Source: an optimization exercise on an open RTL-to-GDS flow (aim: small area). Production flows keep margins and buffers that such runs may drop. RTL that was checked went through simulation tests only; none was proved equivalent to the original. For run 2, only the layout was checked, not whether the RTL still works. Power figures rest on the tool's default switching activity, not on a simulated workload. No driver is modelled on the clock port, so clocking that relies on it looks cheaper here than on a real chip.

===== design/flow/design.v =====
`timescale 1ns / 1ps
package bncf_pkg;
  localparam int CFG_IDX_W  = 3;
  localparam int CFG_DATA_W = 11;
  localparam logic [CFG_IDX_W-1:0] CFG_IMAGE_WIDTH     = 3'd0;
  localparam logic [CFG_IDX_W-1:0] CFG_IMAGE_HEIGHT    = 3'd1;
  localparam logic [CFG_IDX_W-1:0] CFG_WHITE_THRESHOLD = 3'd2;
  localparam logic [CFG_IDX_W-1:0] CFG_MIN_NEIGHBORS   = 3'd3;
  localparam logic [CFG_IDX_W-1:0] CFG_BORDER_MARGIN   = 3'd4;
  localparam logic [CFG_DATA_W-1:0] RST_IMAGE_WIDTH  = 11'd640;
  localparam logic [CFG_DATA_W-1:0] RST_IMAGE_HEIGHT = 11'd480;
  localparam logic [7:0]            RST_THRESHOLD    = 8'd127;
  localparam logic [3:0]            RST_MIN_NB       = 4'd4;
  localparam logic [3:0]            RST_MARGIN       = 4'd5;
  localparam logic OP_PIXEL = 1'b0;
  localparam logic OP_FLUSH = 1'b1;
  localparam int   PIX_W    = 8;
  localparam logic [PIX_W-1:0] VALUE_WHITE = 8'd255;
  localparam logic [PIX_W-1:0] VALUE_BLACK = 8'd0;
  typedef struct packed {
    logic up;
    logic down;
    logic left;
    logic right;
  } nb_mask_t;
endpackage
`timescale 1ns / 1ps
import bncf_pkg::*;
module binary_neighbor_count_filter #(
  parameter int MAX_WIDTH  = 1024,
  parameter int MAX_HEIGHT = 1024
) (
  input  logic                          clk,
  input  logic                          rst_n,
  input  logic                          cfg_valid,
  output logic                          cfg_ready,
  input  logic [bncf_pkg::CFG_IDX_W-1:0]  cfg_index,
  input  logic [bncf_pkg::CFG_DATA_W-1:0] cfg_data,
  input  logic                          in_valid,
  output logic                          in_ready,
  input  logic                          in_op,
  input  logic [bncf_pkg::PIX_W-1:0]    in_pixel,
  output logic                          out_valid,
  input  logic                          out_ready,
  output logic [bncf_pkg::PIX_W-1:0]    out_value,
  output logic                          out_last
);
  localparam int CW   = $clog2(MAX_WIDTH);    
  localparam int RDW  = $clog2(MAX_HEIGHT + 2);  
  localparam int NSEG = CW;                   
  localparam int SRL  = (1 << NSEG) - 1;      
  function automatic logic [CW-1:0] clamp_w(input logic [CFG_DATA_W-1:0] v);
    logic [CFG_DATA_W-1:0] m;
    m = v - CFG_DATA_W'(1);
    if (v == '0) clamp_w = '0;
    else if (v > CFG_DATA_W'(MAX_WIDTH)) clamp_w = CW'(MAX_WIDTH - 1);
    else clamp_w = m[CW-1:0];
  endfunction
  function automatic logic [RDW-1:0] clamp_h(input logic [CFG_DATA_W-1:0] v);
    if (v == '0) clamp_h = RDW'(1);
    else if (v > CFG_DATA_W'(MAX_HEIGHT)) clamp_h = RDW'(MAX_HEIGHT);
    else clamp_h = RDW'(v);
  endfunction
  logic [CW-1:0] wm1_r, wm1_d;    
  logic [RDW-1:0] h_r, h_d;      
  logic [7:0]    thresh_r;
  logic [3:0]    min_nb_r;
  logic [3:0]    margin_r;
  logic [3:0]     cs_r;    
  logic [CW-1:0]  cd_r;    
  logic [3:0]     rs_r;    
  logic [RDW-1:0] rd_r;    
  logic cfg_fire, restart;
  logic in_fire, in_image, early_flush, load;
  logic col0, col1, wrap, at_end, rd_neg, rd_zero;
  logic in_band, pix_bit;
  logic en_r, en_n_r;
  logic s1_bit_r, s1_emit_r, s1_last_r;
  logic s1_up_r, s1_down_r, s1_left_r, s1_right_r;
  logic ph_r;
  logic           fa_r, fb_r;
  logic [SRL-1:0] sa_r, sb_r, sa_in, sb_in;
  logic [NSEG:0]  ta, tb;
  logic lt_r, lm_r, lb_r, ct_r;
  logic top, mid, cm, cb;
  logic [3:0] nb_count;
  logic       res, push;
  logic out_valid_r, out_val_r, out_last_r;
  logic sk_valid_r, sk_val_r, sk_last_r;
  logic pop;
  assign cfg_ready = 1'b1;
  assign cfg_fire  = cfg_valid;
  assign restart   = cfg_fire && (cfg_index == CFG_IMAGE_WIDTH ||
                                  cfg_index == CFG_IMAGE_HEIGHT);
  assign wm1_d = (cfg_fire && cfg_index == CFG_IMAGE_WIDTH)  ? clamp_w(cfg_data) : wm1_r;
  assign h_d   = (cfg_fire && cfg_index == CFG_IMAGE_HEIGHT) ? clamp_h(cfg_data) : h_r;
  always_ff @(posedge clk) begin
    if (!rst_n) begin
      wm1_r    <= clamp_w(RST_IMAGE_WIDTH);
      h_r      <= clamp_h(RST_IMAGE_HEIGHT);
      thresh_r <= RST_THRESHOLD;
      min_nb_r <= RST_MIN_NB;
      margin_r <= RST_MARGIN;
    end else begin
      wm1_r <= wm1_d;
      h_r   <= h_d;
      if (cfg_fire && cfg_index == CFG_WHITE_THRESHOLD) thresh_r <= cfg_data[7:0];
      if (cfg_fire && cfg_index == CFG_MIN_NEIGHBORS)   min_nb_r <= cfg_data[3:0];
      if (cfg_fire && cfg_index == CFG_BORDER_MARGIN)   margin_r <= cfg_data[3:0];
    end
  end
  assign pop      = out_valid_r && out_ready;
  assign push     = en_r && s1_emit_r;
  assign in_ready = out_ready || (32'(out_valid_r) + 32'(sk_valid_r) + 32'(push) <= 1);
  assign in_fire  = in_valid && in_ready;
  assign col0        = cs_r == 4'd0;
  assign col1        = cs_r == 4'd1;
  assign wrap        = cd_r == '0;
  assign rd_neg      = &rd_r;        
  assign rd_zero     = rd_r == '0;   
  assign in_image    = !rd_neg && !rd_zero;
  assign early_flush = in_image && (in_op == OP_FLUSH);
  assign load        = in_fire && !early_flush;
  assign at_end      = col0 && rd_neg;
  assign in_band = (rs_r < margin_r) || ((rd_r[3:0] < margin_r) && rd_r[RDW-1:4] == '0) ||
                   (cs_r < margin_r) || ((5'(cd_r[3:0]) + 5'd1 < 5'(margin_r)) && cd_r[CW-1:4] == '0);
  assign pix_bit = in_image && !in_band && (in_pixel >= thresh_r);
  logic col_reload, row_reload, row_step;
  assign col_reload = restart || (load && (wrap || at_end));
  assign row_reload = restart || (load && at_end);
  assign row_step   = load && wrap;
  always_ff @(posedge clk) begin
    if (!rst_n) begin
      cs_r <= '0;
      cd_r <= clamp_w(RST_IMAGE_WIDTH);
    end else if (col_reload) begin
      cs_r <= '0;
      cd_r <= wm1_d;
    end else if (load) begin
      cs_r <= cs_r + 4'(cs_r != 4'd15);
      cd_r <= cd_r - CW'(1);
    end
  end
  always_ff @(posedge clk) begin
    if (!rst_n) begin
      rs_r <= '0;
      rd_r <= clamp_h(RST_IMAGE_HEIGHT);
    end else if (row_reload) begin
      rs_r <= '0;
      rd_r <= h_d;
    end else if (row_step) begin
      rs_r <= rs_r + 4'(rs_r != 4'd15);
      rd_r <= rd_r - RDW'(1);
    end
  end
  always_ff @(posedge clk) begin
    if (!rst_n) begin
      en_r   <= 1'b0;
      en_n_r <= 1'b1;
      ph_r   <= 1'b0;
    end else begin
      en_r   <= load;
      en_n_r <= !load;
      ph_r   <= !ph_r;
    end
  end
  always_ff @(posedge clk) begin
    s1_bit_r   <= pix_bit;
    s1_emit_r  <= col0 ? (rs_r >= 4'd2) : (rs_r >= 4'd1);
    s1_last_r  <= at_end;
    s1_up_r    <= col0 ? (rs_r >= 4'd3) : (rs_r >= 4'd2);
    s1_down_r  <= in_image || (col0 && rd_zero);
    s1_left_r  <= !col1 && (wm1_r != '0);
    s1_right_r <= !col0;
  end
  assign ta[0] = fa_r;
  assign tb[0] = fb_r;
  for (genvar i = 0; i < NSEG; i++) begin : g_seg
    localparam int B = (1 << i) - 1;
    localparam int L = 1 << i;
    assign sa_in[B] = ta[i];
    assign sb_in[B] = tb[i];
    if (L > 1) begin : g_shift
      assign sa_in[B+L-1:B+1] = sa_r[B+L-2:B];
      assign sb_in[B+L-1:B+1] = sb_r[B+L-2:B];
    end
    assign ta[i+1] = wm1_r[i] ? sa_r[B+L-1] : ta[i];
    assign tb[i+1] = wm1_r[i] ? sb_r[B+L-1] : tb[i];
  end
  always_ff @(posedge clk) begin
    fa_r <= ~(((s1_bit_r ^ ph_r) | en_n_r) & (fa_r | en_r));
    fb_r <= ~((ta[NSEG] | en_n_r) & (fb_r | en_r));
    sa_r <= ~((sa_in | {SRL{en_n_r}}) & (sa_r | {SRL{en_r}}));
    sb_r <= ~((sb_in | {SRL{en_n_r}}) & (sb_r | {SRL{en_r}}));
  end
  assign mid = ta[NSEG] ^ ph_r;
  assign top = tb[NSEG] ^ ph_r;
  assign cb  = fa_r ^ ph_r;
  assign cm  = fb_r ^ ph_r;
  always_ff @(posedge clk) begin
    if (en_r) begin
      lt_r <= ct_r;
      lm_r <= cm;
      lb_r <= cb;
      ct_r <= top;
    end
  end
  logic [7:0] nb;
  logic s0, k0, s1, k1, s2, k2, s3, k3, s4, k4, s5, k5;
  always_comb begin
    nb[0] = lt_r & s1_left_r & s1_up_r;
    nb[1] = lm_r & s1_left_r;
    nb[2] = lb_r & s1_left_r & s1_down_r;
    nb[3] = ct_r & s1_up_r;
    nb[4] = cb & s1_down_r;
    nb[5] = top & s1_right_r & s1_up_r;
    nb[6] = mid & s1_right_r;
    nb[7] = s1_bit_r & s1_right_r & s1_down_r;
    s0 = nb[0] ^ nb[1] ^ nb[2];  k0 = (nb[0] & nb[1]) | (nb[2] & (nb[0] | nb[1]));
    s1 = nb[3] ^ nb[4] ^ nb[5];  k1 = (nb[3] & nb[4]) | (nb[5] & (nb[3] | nb[4]));
    s2 = nb[6] ^ nb[7];          k2 = nb[6] & nb[7];
    s3 = s0 ^ s1 ^ s2;           k3 = (s0 & s1) | (s2 & (s0 | s1));
    s4 = k0 ^ k1 ^ k2;           k4 = (k0 & k1) | (k2 & (k0 | k1));
    s5 = s4 ^ k3;                k5 = s4 & k3;
    nb_count = {k4 & k5, k4 ^ k5, s5, s3};
    res = nb_count >= min_nb_r;
  end
  always_ff @(posedge clk) begin
    if (!rst_n) begin
      out_valid_r <= 1'b0;
      sk_valid_r  <= 1'b0;
    end else if (!out_valid_r || pop) begin
      out_valid_r <= sk_valid_r || push;
      sk_valid_r  <= sk_valid_r && push;
    end else if (push) begin
      sk_valid_r  <= 1'b1;
    end
  end
  always_ff @(posedge clk) begin
    if (!out_valid_r || pop) begin
      if (sk_valid_r) begin
        out_val_r  <= sk_val_r;
        out_last_r <= sk_last_r;
      end else begin
        out_val_r  <= res;
        out_last_r <= s1_last_r;
      end
    end
    if (push && (sk_valid_r || (out_valid_r && !pop))) begin
      sk_val_r  <= res;
      sk_last_r <= s1_last_r;
    end
  end
  assign out_valid = out_valid_r;
  assign out_value = out_val_r ? VALUE_WHITE : VALUE_BLACK;
  assign out_last  = out_last_r;
endmodule

===== design/flow/flow/run.sh =====
#!/bin/bash
# The standard layout (standard.sh) with two changes: clock tree synthesis
# without dummy loads, using clkbuf_16 in sink clusters of at most 32 sinks
# and 80 um, and port buffers of the smallest buffer cell. Every step's output is kept in
# flow_make.log here and ORFS's own per-step logs under orfs/logs.
set -euo pipefail
export CTS_ARGS="-sink_clustering_enable -repair_clock_nets -dont_use_dummy_load -buf_list sky130_fd_sc_hd__clkbuf_16 -sink_clustering_size 32 -sink_clustering_max_diameter 80"
export BUFFER_PORTS_ARGS="-buffer_cell sky130_fd_sc_hd__buf_1"
bash standard.sh finish > flow_make.log 2>&1

===== design/flow/standard.sh =====
#!/bin/bash
# synth_recipe.tcl (not shown) runs the flow's synth.tcl, then flattens the netlist and writes it again
# the make line also repeats each setting of config.mk as NAME=value (left out here)
make -C /OpenROAD-flow-scripts/flow DESIGN_CONFIG=/design/flow/config.mk WORK_HOME=/design/flow/orfs CLKGATE_MAP_FILE= SYNTH_SCRIPT=/design/flow/synth_recipe.tcl "${@:-finish}"

===== design/flow/config.mk =====
export PLATFORM = sky130hd
export DESIGN_NAME = binary_neighbor_count_filter
export DESIGN_NICKNAME = binary_neighbor_count_filter
export VERILOG_FILES = /design/flow/design.v
export SDC_FILE = /design/flow/constraint.sdc
export NUM_CORES = 4
export LEC_CHECK = 0
export CAP_MARGIN = 5
export CORE_MARGIN = 2
export CORE_UTILIZATION = 70
export PLACE_DENSITY = 0.8
export SLEW_MARGIN = 5

===== design/flow/constraint.sdc =====
create_clock -name core_clock -period 7.0 [get_ports {clk}]
set_input_delay 1.4000 -clock core_clock [delete_from_list [all_inputs] [get_ports {clk}]]
set_output_delay 1.4000 -clock core_clock [all_outputs]
set_load 0.01 [all_outputs]

==> results.cfg, run 1 <==
[outcome]
run_status = no timing/DRC/antenna violations

[floorplanning]
num_io_pins = 40
die_w_microns = 298.9
core_region_area_sq_mm = 0.08648
initial_core_util = 0.7041
rows = 108
dieArea_sq_mm = 0.08937
die_y_microns = 298.9

[power]
p_int_mw = 18.98
netSwitchingPower_mw = 5.970
p_per_area_mw_per_mm2 = 397.0
p_comb_frac = 0.103
total_power_mw = 24.95
seq_power_share = 0.687
p_clk_frac = 0.210
ir_worst_vdd_v = 0.0003035
switching_share = 0.2393
p_leak_nw = 23.03

[logic_synthesis]
yosys_warnings = 1
synth_edf_count = 8
ys.flop_type = dfxtp_1
ys_types = 69
synth_fp_nets = 5266
synth-seq-cells = 2134
synth_area_sq_mm = 0.06089
ys_async_sr_fraction = 0
syn-mean-instance-area_sq_um = 11.72
synth_cells = 5197
ys_seq_area_frac = 0.7029

[drt]
drt_iter0_markers = 2341
dr.pass1.iters = 5
drc = 0
drt-vias-per-instance = 6.187
routed_wl_microns = 91140
wl_per_cell_microns = 15.21
num_vias = 37090
postRouteAntennaNets = 0

[placed_design]
gp_congestion = 0.8837
hpwl_microns = 49920
io_buffers = 38
place_area_sq_mm = 0.06091

[hold_path]
whs_path_depth = 1
hold_class = reg -> reg

[setup_path]
reg2reg_from = wm1_r[2]$_SDFF_PN1_
crit_top_cell = ha_1
crit_buf_inv = 1
r2r_cells = 16
path_delay_family = adder cells
path_depth = 16
rrSetupSlack_ps = 2480
crit_type = reg -> reg
crit_path_end_kind = flip-flop
cp_max_fo = 8
path_cells = nor2b_1 > o31a_1 > o31ai_1 > a21oi_1 > xnor2_1 > nand3_1 > fa_1 > fa_1 > inv_1 > ha_1 > ha_1 > ha_1 > nor2b_1 > o21ai_0 > nand2b_1 > mux2_2
cp_data_arrival_time_ps = 4880
crit_start = wm1_r[2]$_SDFF_PN1_
crit_path_end = out_val_r$_DFFE_PN_
r2r-end = out_val_r$_DFFE_PN_
cp_slowest_cell = fa_1
worstSetupStartpointType = flip-flop
crit_required_ps = 7360
critPathMaxStageDelay_ps = 530

[clock_network]
post_cts_buffers = 0
cts_hold_buffers = 0
clkTransAtPathRegs_ps = 100
cts-resized-gates = 0
cts_buffer_depth = 3
cts_buffers = 77
cts_tree = yes
insertion_delay_ps = 670
cts.sinks = 2134
cts_root_buffer = clkbuf_16
htreeDepth = 3

[timing]
period_needed_ps = 4517
rsz0062_at_grt = false
final_hold_viol_count = 0
worst_hold_slack_ps = 386.2
fmax_mhz = 221.4
setup_tns_ps = 0
fin_crit_sh = 0.6452
skew_ps = 71.64
setup_viol = 0
report.final.slew_viol_count = 0
worst_slew_pin_slew_ps = 1303
relSlewSlack = 0.1314

[global_route]
grt_pass1_vias = 34720
grtUsageMet1 = 0.2796
grt_pass1_wl_microns = 157500
grt_max_degree = 291
grt_antenna_before_repair = 0
grt_use_met2 = 0.3263
track_usage = 0.1973
grt_overflow = 0
use_met3 = 0.02552
busiest_layer = met2

[finish]
synthToLayoutAreaGrowth_pct = 3.193
drive_gt1_frac = 0.02521
design_area_sq_mm = 0.06284
nets = 4910
final_core_util = 0.7266
n_antenna_cell = 0

[job]
drv_cap = 0
## kinds of logic after synthesis
kind of cell             share of synthesized area
AO/OA/AOI/OAI                               0.2275
flip-flops                                  0.7029
buffers and inverters                      0.03388
AND/OR/NAND/NOR                            0.02049
adder cells (fa/ha/maj)                   0.009246
XOR/XNOR                                  0.003164
multiplexers                              0.002753
other                                   0.00006158
## power by group through the flow
stage	registers, mW	clock network (mW)	logic [mW]
after floorplan	16.9	0	2.26
after global placement	17.3	0	2.41
after detailed placement	17.4	0	2.58
after CTS	17.1	5.42	2.59
after global routing	17.5	5.81	2.90
final	17.1	5.25	2.57
## cells in the mapped netlist, types with 11 or more instances
cell	count	area, sq um
nor2_1	47	176.4
o211ai_1	12	90.09
nor4_1	17	106.4
xnor2_1	12	105.1
clkbuf_1	443	1663
nand2_1	58	217.7
nand2b_1	16	100.1
buf_1	38	142.6
inv_1	37	138.9
ha_1	37	462.9
o22ai_1	2049	12820
o21ai_0	31	155.2
nand3_1	15	75.07
a21oi_1	54	270.3
nor3_1	18	90.09
nor2b_1	12	75.07
and3_1	11	68.82
dfxtp_1	2126	42560
## placed cells by master, fill, tap and decap left out, types with 4 or more instances in the layout
master | Yosys | routed
o22ai_1 | 2049 | 2049
o21ai_0 | 31 | 31
edfxtp_1 | 8 | 8
a21oi_1 | 54 | 54
nand2_1 | 58 | 58
buf_4 | 9 | 11
dfxtp_1 | 2126 | 2124
nor3_1 | 18 | 18
and3_1 | 11 | 11
nor2_1 | 47 | 47
o21a_1 | 5 | 5
fa_1 | 4 | 4
a31oi_1 | 5 | 5
a32oi_1 | 4 | 4
o31ai_1 | 7 | 7
buf_1 | 38 | 38
nor2b_1 | 12 | 12
nor4_1 | 17 | 17
a21o_1 | 8 | 8
mux2i_1 | 10 | 10
and2_1 | 6 | 6
clkbuf_16 | 0 | 77
xor2_1 | 10 | 10
nor3b_1 | 10 | 10
nand2b_1 | 16 | 16
buf_12 | 0 | 13
o211ai_1 | 12 | 12
ha_1 | 37 | 37
mux2_2 | 6 | 6
inv_1 | 37 | 37
nand3_1 | 15 | 15
xnor2_1 | 12 | 12
nand4_1 | 6 | 6
or2_2 | 5 | 5
or3_1 | 6 | 6
## state kept, by name (all words and copies together) (netlist names), 8 cells and up
register,flops
sa_r,1023
sb_r,1023
h_r,11
rd_r,11
cd_r,10
wm1_r,10
thresh_r,8
## cell type report
class / count / area [sq um]
sequential: 2134 / 42810
fill: 5903 / 23640
multi-input combinational: 2528 / 16030
clock buffer: 77 / 1927
tap: 1155 / 1445
timing repair buffer: 62 / 485.5
inverter: 38 / 142.6
## how the worst min path moves through the flow
stage                           to              start
6_report          sb_r[38]$_DFF_P_   sb_r[37]$_DFF_P_
5_1_grt           sb_r[38]$_DFF_P_   sb_r[37]$_DFF_P_
4_1_cts           sb_r[38]$_DFF_P_   sb_r[37]$_DFF_P_
3_5_place_dp   sk_last_r$_DFFE_PP_  s1_last_r$_DFF_P_
3_3_place_gp   sk_last_r$_DFFE_PP_  s1_last_r$_DFF_P_
2_1_floorplan  sk_last_r$_DFFE_PP_  s1_last_r$_DFF_P_
## worst register-to-register path, delay by kind of cell (launching register included)
family          cells  cell delay [ps]
fa+ha+maj           5             1730
compound gates      4             1060
simple gates        4              530
flops               1              390
mux                 1              260
xor+xnor            1              250
buf+inv             1               50
## through the flow
stage	worst slack, ps	std cells
3_5_place_dp	2456	5917
2_1_floorplan	2924	5197
5_1_grt	2198	5994
4_1_cts	2429	5994
3_3_place_gp	2670	5917
6_report	2483	5994
## layer usage
layer  vias to the layer above  routed length [microns]
met5                         -                        0
met4                         0                     1699
met3                       110                     2211
met2                       273                    40570
met1                     17480                    46660
li1                      19220                        -
==> inputs of run 2 (changes only) <==
--- a/design/flow/design.v
+++ b/design/flow/design.v
@@ -46,28 +46,29 @@
   output logic                          out_last
 );
   localparam int CW   = $clog2(MAX_WIDTH);    
+  localparam int WW   = $clog2(MAX_WIDTH + 1);  
   localparam int RDW  = $clog2(MAX_HEIGHT + 2);  
   localparam int NSEG = CW;                   
   localparam int SRL  = (1 << NSEG) - 1;      
-  function automatic logic [CW-1:0] clamp_w(input logic [CFG_DATA_W-1:0] v);
-    logic [CFG_DATA_W-1:0] m;
-    m = v - CFG_DATA_W'(1);
-    if (v == '0) clamp_w = '0;
-    else if (v > CFG_DATA_W'(MAX_WIDTH)) clamp_w = CW'(MAX_WIDTH - 1);
-    else clamp_w = m[CW-1:0];
+  function automatic logic [WW-1:0] clamp_w(input logic [CFG_DATA_W-1:0] v);
+    if (v == '0) clamp_w = WW'(1);
+    else if (v > CFG_DATA_W'(MAX_WIDTH)) clamp_w = WW'(MAX_WIDTH);
+    else clamp_w = WW'(v);
   endfunction
   function automatic logic [RDW-1:0] clamp_h(input logic [CFG_DATA_W-1:0] v);
     if (v == '0) clamp_h = RDW'(1);
     else if (v > CFG_DATA_W'(MAX_HEIGHT)) clamp_h = RDW'(MAX_HEIGHT);
     else clamp_h = RDW'(v);
   endfunction
-  logic [CW-1:0] wm1_r, wm1_d;    
+  logic [WW-1:0] w_r, w_d;        
+  logic [CW-1:0] seg_on;          
+  logic          wmax;            
   logic [RDW-1:0] h_r, h_d;      
   logic [7:0]    thresh_r;
   logic [3:0]    min_nb_r;
   logic [3:0]    margin_r;
   logic [3:0]     cs_r;    
-  logic [CW-1:0]  cd_r;    
+  logic [WW-1:0]  cd_r;    
   logic [3:0]     rs_r;    
   logic [RDW-1:0] rd_r;    
   logic cfg_fire, restart;
@@ -92,17 +93,17 @@
   assign cfg_fire  = cfg_valid;
   assign restart   = cfg_fire && (cfg_index == CFG_IMAGE_WIDTH ||
                                   cfg_index == CFG_IMAGE_HEIGHT);
-  assign wm1_d = (cfg_fire && cfg_index == CFG_IMAGE_WIDTH)  ? clamp_w(cfg_data) : wm1_r;
+  assign w_d   = (cfg_fire && cfg_index == CFG_IMAGE_WIDTH)  ? clamp_w(cfg_data) : w_r;
   assign h_d   = (cfg_fire && cfg_index == CFG_IMAGE_HEIGHT) ? clamp_h(cfg_data) : h_r;
   always_ff @(posedge clk) begin
     if (!rst_n) begin
-      wm1_r    <= clamp_w(RST_IMAGE_WIDTH);
+      w_r      <= clamp_w(RST_IMAGE_WIDTH);
       h_r      <= clamp_h(RST_IMAGE_HEIGHT);
       thresh_r <= RST_THRESHOLD;
       min_nb_r <= RST_MIN_NB;
       margin_r <= RST_MARGIN;
     end else begin
-      wm1_r <= wm1_d;
+      w_r   <= w_d;
       h_r   <= h_d;
       if (cfg_fire && cfg_index == CFG_WHITE_THRESHOLD) thresh_r <= cfg_data[7:0];
       if (cfg_fire && cfg_index == CFG_MIN_NEIGHBORS)   min_nb_r <= cfg_data[3:0];
@@ -115,7 +116,7 @@
   assign in_fire  = in_valid && in_ready;
   assign col0        = cs_r == 4'd0;
   assign col1        = cs_r == 4'd1;
-  assign wrap        = cd_r == '0;
+  assign wrap        = cd_r == WW'(1);
   assign rd_neg      = &rd_r;        
   assign rd_zero     = rd_r == '0;   
   assign in_image    = !rd_neg && !rd_zero;
@@ -123,7 +124,7 @@
   assign load        = in_fire && !early_flush;
   assign at_end      = col0 && rd_neg;
   assign in_band = (rs_r < margin_r) || ((rd_r[3:0] < margin_r) && rd_r[RDW-1:4] == '0) ||
-                   (cs_r < margin_r) || ((5'(cd_r[3:0]) + 5'd1 < 5'(margin_r)) && cd_r[CW-1:4] == '0);
+                   (cs_r < margin_r) || ((cd_r[3:0] < margin_r) && cd_r[WW-1:4] == '0);
   assign pix_bit = in_image && !in_band && (in_pixel >= thresh_r);
   logic col_reload, row_reload, row_step;
   assign col_reload = restart || (load && (wrap || at_end));
@@ -135,10 +136,10 @@
       cd_r <= clamp_w(RST_IMAGE_WIDTH);
     end else if (col_reload) begin
       cs_r <= '0;
-      cd_r <= wm1_d;
+      cd_r <= w_d;
     end else if (load) begin
       cs_r <= cs_r + 4'(cs_r != 4'd15);
-      cd_r <= cd_r - CW'(1);
+      cd_r <= cd_r - WW'(1);
     end
   end
   always_ff @(posedge clk) begin
@@ -170,11 +171,13 @@
     s1_last_r  <= at_end;
     s1_up_r    <= col0 ? (rs_r >= 4'd3) : (rs_r >= 4'd2);
     s1_down_r  <= in_image || (col0 && rd_zero);
-    s1_left_r  <= !col1 && (wm1_r != '0);
+    s1_left_r  <= !col1 && (w_r != WW'(1));
     s1_right_r <= !col0;
   end
-  assign ta[0] = fa_r;
-  assign tb[0] = fb_r;
+  assign wmax   = w_r[CW];
+  assign seg_on = w_r[CW-1:0] | {CW{wmax}};
+  assign ta[0]  = wmax ? fa_r : (s1_bit_r ^ ph_r);
+  assign tb[0]  = wmax ? fb_r : ta[NSEG];
   for (genvar i = 0; i < NSEG; i++) begin : g_seg
     localparam int B = (1 << i) - 1;
     localparam int L = 1 << i;
@@ -184,8 +187,8 @@
       assign sa_in[B+L-1:B+1] = sa_r[B+L-2:B];
       assign sb_in[B+L-1:B+1] = sb_r[B+L-2:B];
     end
-    assign ta[i+1] = wm1_r[i] ? sa_r[B+L-1] : ta[i];
-    assign tb[i+1] = wm1_r[i] ? sb_r[B+L-1] : tb[i];
+    assign ta[i+1] = seg_on[i] ? sa_r[B+L-1] : ta[i];
+    assign tb[i+1] = seg_on[i] ? sb_r[B+L-1] : tb[i];
   end
   always_ff @(posedge clk) begin
     fa_r <= ~(((s1_bit_r ^ ph_r) | en_n_r) & (fa_r | en_r));
==> results.cfg, run 2 <==
[clock_network]
clkTransAtPathRegs_ps = 120
post_cts_buffers = 0
cts-resized-gates = 0
cts.sinks = 2136
cts_buffers = 77
cts_root_buffer = clkbuf_16
cts_hold_buffers = 0
cts_buffer_depth = 3
insertion_delay_ps = 660
htreeDepth = 3
cts_tree = yes

[logic_synthesis]
ys.flop_type = dfxtp_1
synth_top_area_frac = 0.6996
syn-mean-instance-area_sq_um = 11.74
ys_types = 74
yosys_warnings = 1
yosys-top-cells-count = dfxtp_1 (2128), o22ai_1 (2042), clkbuf_1 (455), nand2_1 (77), nor2_1 (58)
synth-seq-cells = 2136
synth_area_sq_mm = 0.06090
synth_edf_count = 8
synth_cells = 5186
synth_fp_nets = 5254
synth_area_leaders = dfxtp_1 (70%), o22ai_1 (21%), clkbuf_1 (2.8%)
synth_top_area_cell = dfxtp_1
ys_seq_area_frac = 0.7035
ys_async_sr_fraction = 0
yosysMostFrequentCell = dfxtp_1

[setup_path]
path_depth = 17
crit_top_cell = ha_1
worstSetupStartpointType = flip-flop
crit_type = reg -> reg
reg2reg_from = w_r[10]$_SDFF_PN0_
r2r_cells = 17
crit_required_ps = 7410
critPathMaxStageDelay_ps = 570
cp_slowest_cell = dfxtp_1
cp_max_fo = 19
path_delay_family = adder cells
crit_path_end_kind = flip-flop
rrSetupSlack_ps = 1950
path_cells = buf_4 > nor3_1 > a222oi_1 > o2bb2ai_1 > o211a_1 > o311ai_1 > o22a_1 > fa_1 > inv_1 > fa_1 > ha_1 > ha_1 > ha_1 > nor2b_1 > o21ai_0 > nand2b_1 > mux2_2
cp_data_arrival_time_ps = 5460
r2r-end = out_val_r$_DFFE_PN_
crit_buf_inv = 2

[timing]
fin_crit_sh = 0.7209
period_needed_ps = 5047
report.final.slew_viol_count = 0
skew_ps = 64.52
setup_tns_ps = 0
worst_slew_pin_slew_ps = 1245
final_hold_viol_count = 0
fmax_mhz = 198.2
setup_viol = 0
worst_hold_slack_ps = 393.0
relSlewSlack = 0.1701
rsz0062_at_grt = false

[hold_path]
hold_class = reg -> reg
whs_path_depth = 1
worstHoldStart = sb_r[1011]$_DFF_P_
min_to = sb_r[1012]$_DFF_P_

[power]
p_leak_nw = 23.17
p_int_mw = 19.02
netSwitchingPower_mw = 6.007
seq_power_share = 0.686
switching_share = 0.2400
p_clk_frac = 0.210
p_per_area_mw_per_mm2 = 397.8
p_comb_frac = 0.104
ir_worst_vdd_v = 0.0002936
total_power_mw = 25.02

[drt]
dr.pass1.iters = 5
drt_iter0_markers = 2401
drc = 0
routed_wl_microns = 92380
wl_per_cell_microns = 15.40
postRouteAntennaNets = 0
num_vias = 37140
drt-vias-per-instance = 6.193

[floorplanning]
num_io_pins = 40
dieArea_sq_mm = 0.08937
initial_core_util = 0.7041
die_y_microns = 298.9
die_w_microns = 298.9
core_region_area_sq_mm = 0.08648
rows = 108

[global_route]
track_usage = 0.2023
grt_pass1_wl_microns = 160900
grt_overflow = 0
grt_pass1_vias = 35220
grt_max_degree = 276
grt_antenna_before_repair = 0

[finish]
stdcell_count = 5998
final_cell_mix = dfxtp_1 (2126), o22ai_1 (2042), nand2_1 (77), clkbuf_16 (77), nor2_1 (58)
top_regs = sa_r x1023, sb_r x1023
drive_gt1_frac = 0.02726
layout_commonest_cell = dfxtp_1
n_antenna_cell = 0
nets = 4913
design_area_sq_mm = 0.06291
synthToLayoutAreaGrowth_pct = 3.306

[placed_design]
numPlacedInstances = 5921
io_buffers = 38
place_area_sq_mm = 0.06098
hpwl_microns = 51520
gp_congestion = 0.8528

[outcome]
run_status = no timing/DRC/antenna violations

[job]
drv_cap = 0
-- run 2: kinds of logic after synthesis --
| kind of cell | share of synthesized area |
|---|---|
| AND/OR/NAND/NOR | 0.02092 |
| XOR/XNOR | 0.002877 |
| buffers and inverters | 0.03341 |
| adder cells (fa/ha/maj) | 0.008712 |
| other | 0.00006158 |
| flip-flops | 0.7035 |
| multiplexers | 0.003205 |
| AO/OA/AOI/OAI | 0.2273 |
-- run 2: area by class of cell --
class	instances	area, sq um
Clock buffer	77	1927
Multi-Input combinational cell	2525	16020
Timing Repair Buffer	71	540.5
Inverter	34	127.6
Tap cell	1155	1445
Sequential cell	2136	42850
Fill cell	5983	23570
-- run 2: power by group through the flow --
stage                     registers (mW)  clock network, mW  logic [mW]
after floorplan                     16.9                  0        2.28
after global placement              17.3                  0        2.44
after detailed placement            17.4                  0        2.62
after CTS                           17.2               5.42        2.63
after global routing                17.6               5.83        2.95
final                               17.2               5.25        2.60
-- run 2: worst max-delay path by stage --
stage	slack (ps)	end	start
floorplan	2590	out_val_r$_DFFE_PN_	w_r[10]$_SDFF_PN0_
global placement	2030	out_val_r$_DFFE_PN_	w_r[10]$_SDFF_PN0_
detailed placement	1950	out_val_r$_DFFE_PN_	w_r[10]$_SDFF_PN0_
CTS	1930	out_val_r$_DFFE_PN_	w_r[10]$_SDFF_PN0_
global route	1580	out_val_r$_DFFE_PN_	w_r[10]$_SDFF_PN0_
finish	1950	out_val_r$_DFFE_PN_	w_r[10]$_SDFF_PN0_
-- run 2: layer usage --
metal / wire length, microns / vias to the layer above / global-route usage / share of wire
li1: - / 19250 / - / -
met1: 47120 / 17510 / 0.2837 / 0.51
met2: 41400 / 274 / 0.3378 / 0.45
met3: 2084 / 115 / 0.02334 / 0.023
met4: 1772 / 0 / 0.04988 / 0.019
met5: 0 / - / 0 / 0
-- run 2: stage by stage --
step           utilization  worst slack [ps]
2_1_floorplan            -              2590
3_3_place_gp        0.7051              2033
3_5_place_dp        0.7051              1954
4_1_cts             0.7274              1929
5_1_grt             0.7274              1585
6_report            0.7274              1953

-- re-timing with driven ports --
No port has a modelled driver above. Below, the same layouts with a new extraction and two added sets of constraints. Step 1: set_driving_cell puts a clkbuf_16 on clk and a buf_2 on each other input, an assumption about the parent block. Step 2 adds t to the input delays and takes it off the output delays; t is the mean of the earliest and latest rising clock arrival at the registers after step 1. Input paths then give back, and output paths get back, about the clock's delay inside the block. Slacks: ideal / step 1 / step 2; pairs: ideal / step 1.
run | t, ns | setup slack, ns | latest minus earliest clock arrival (ns) | worst slew at a driven data input, ns
run 1 | 0.700 | 2.483 / 2.483 / 2.483 | 0.075 / 0.074 | 0.04
run 2 | 0.690 | 1.953 / 1.953 / 1.953 | 0.067 / 0.067 | 0.04
After both steps every run listed still meets setup and hold.
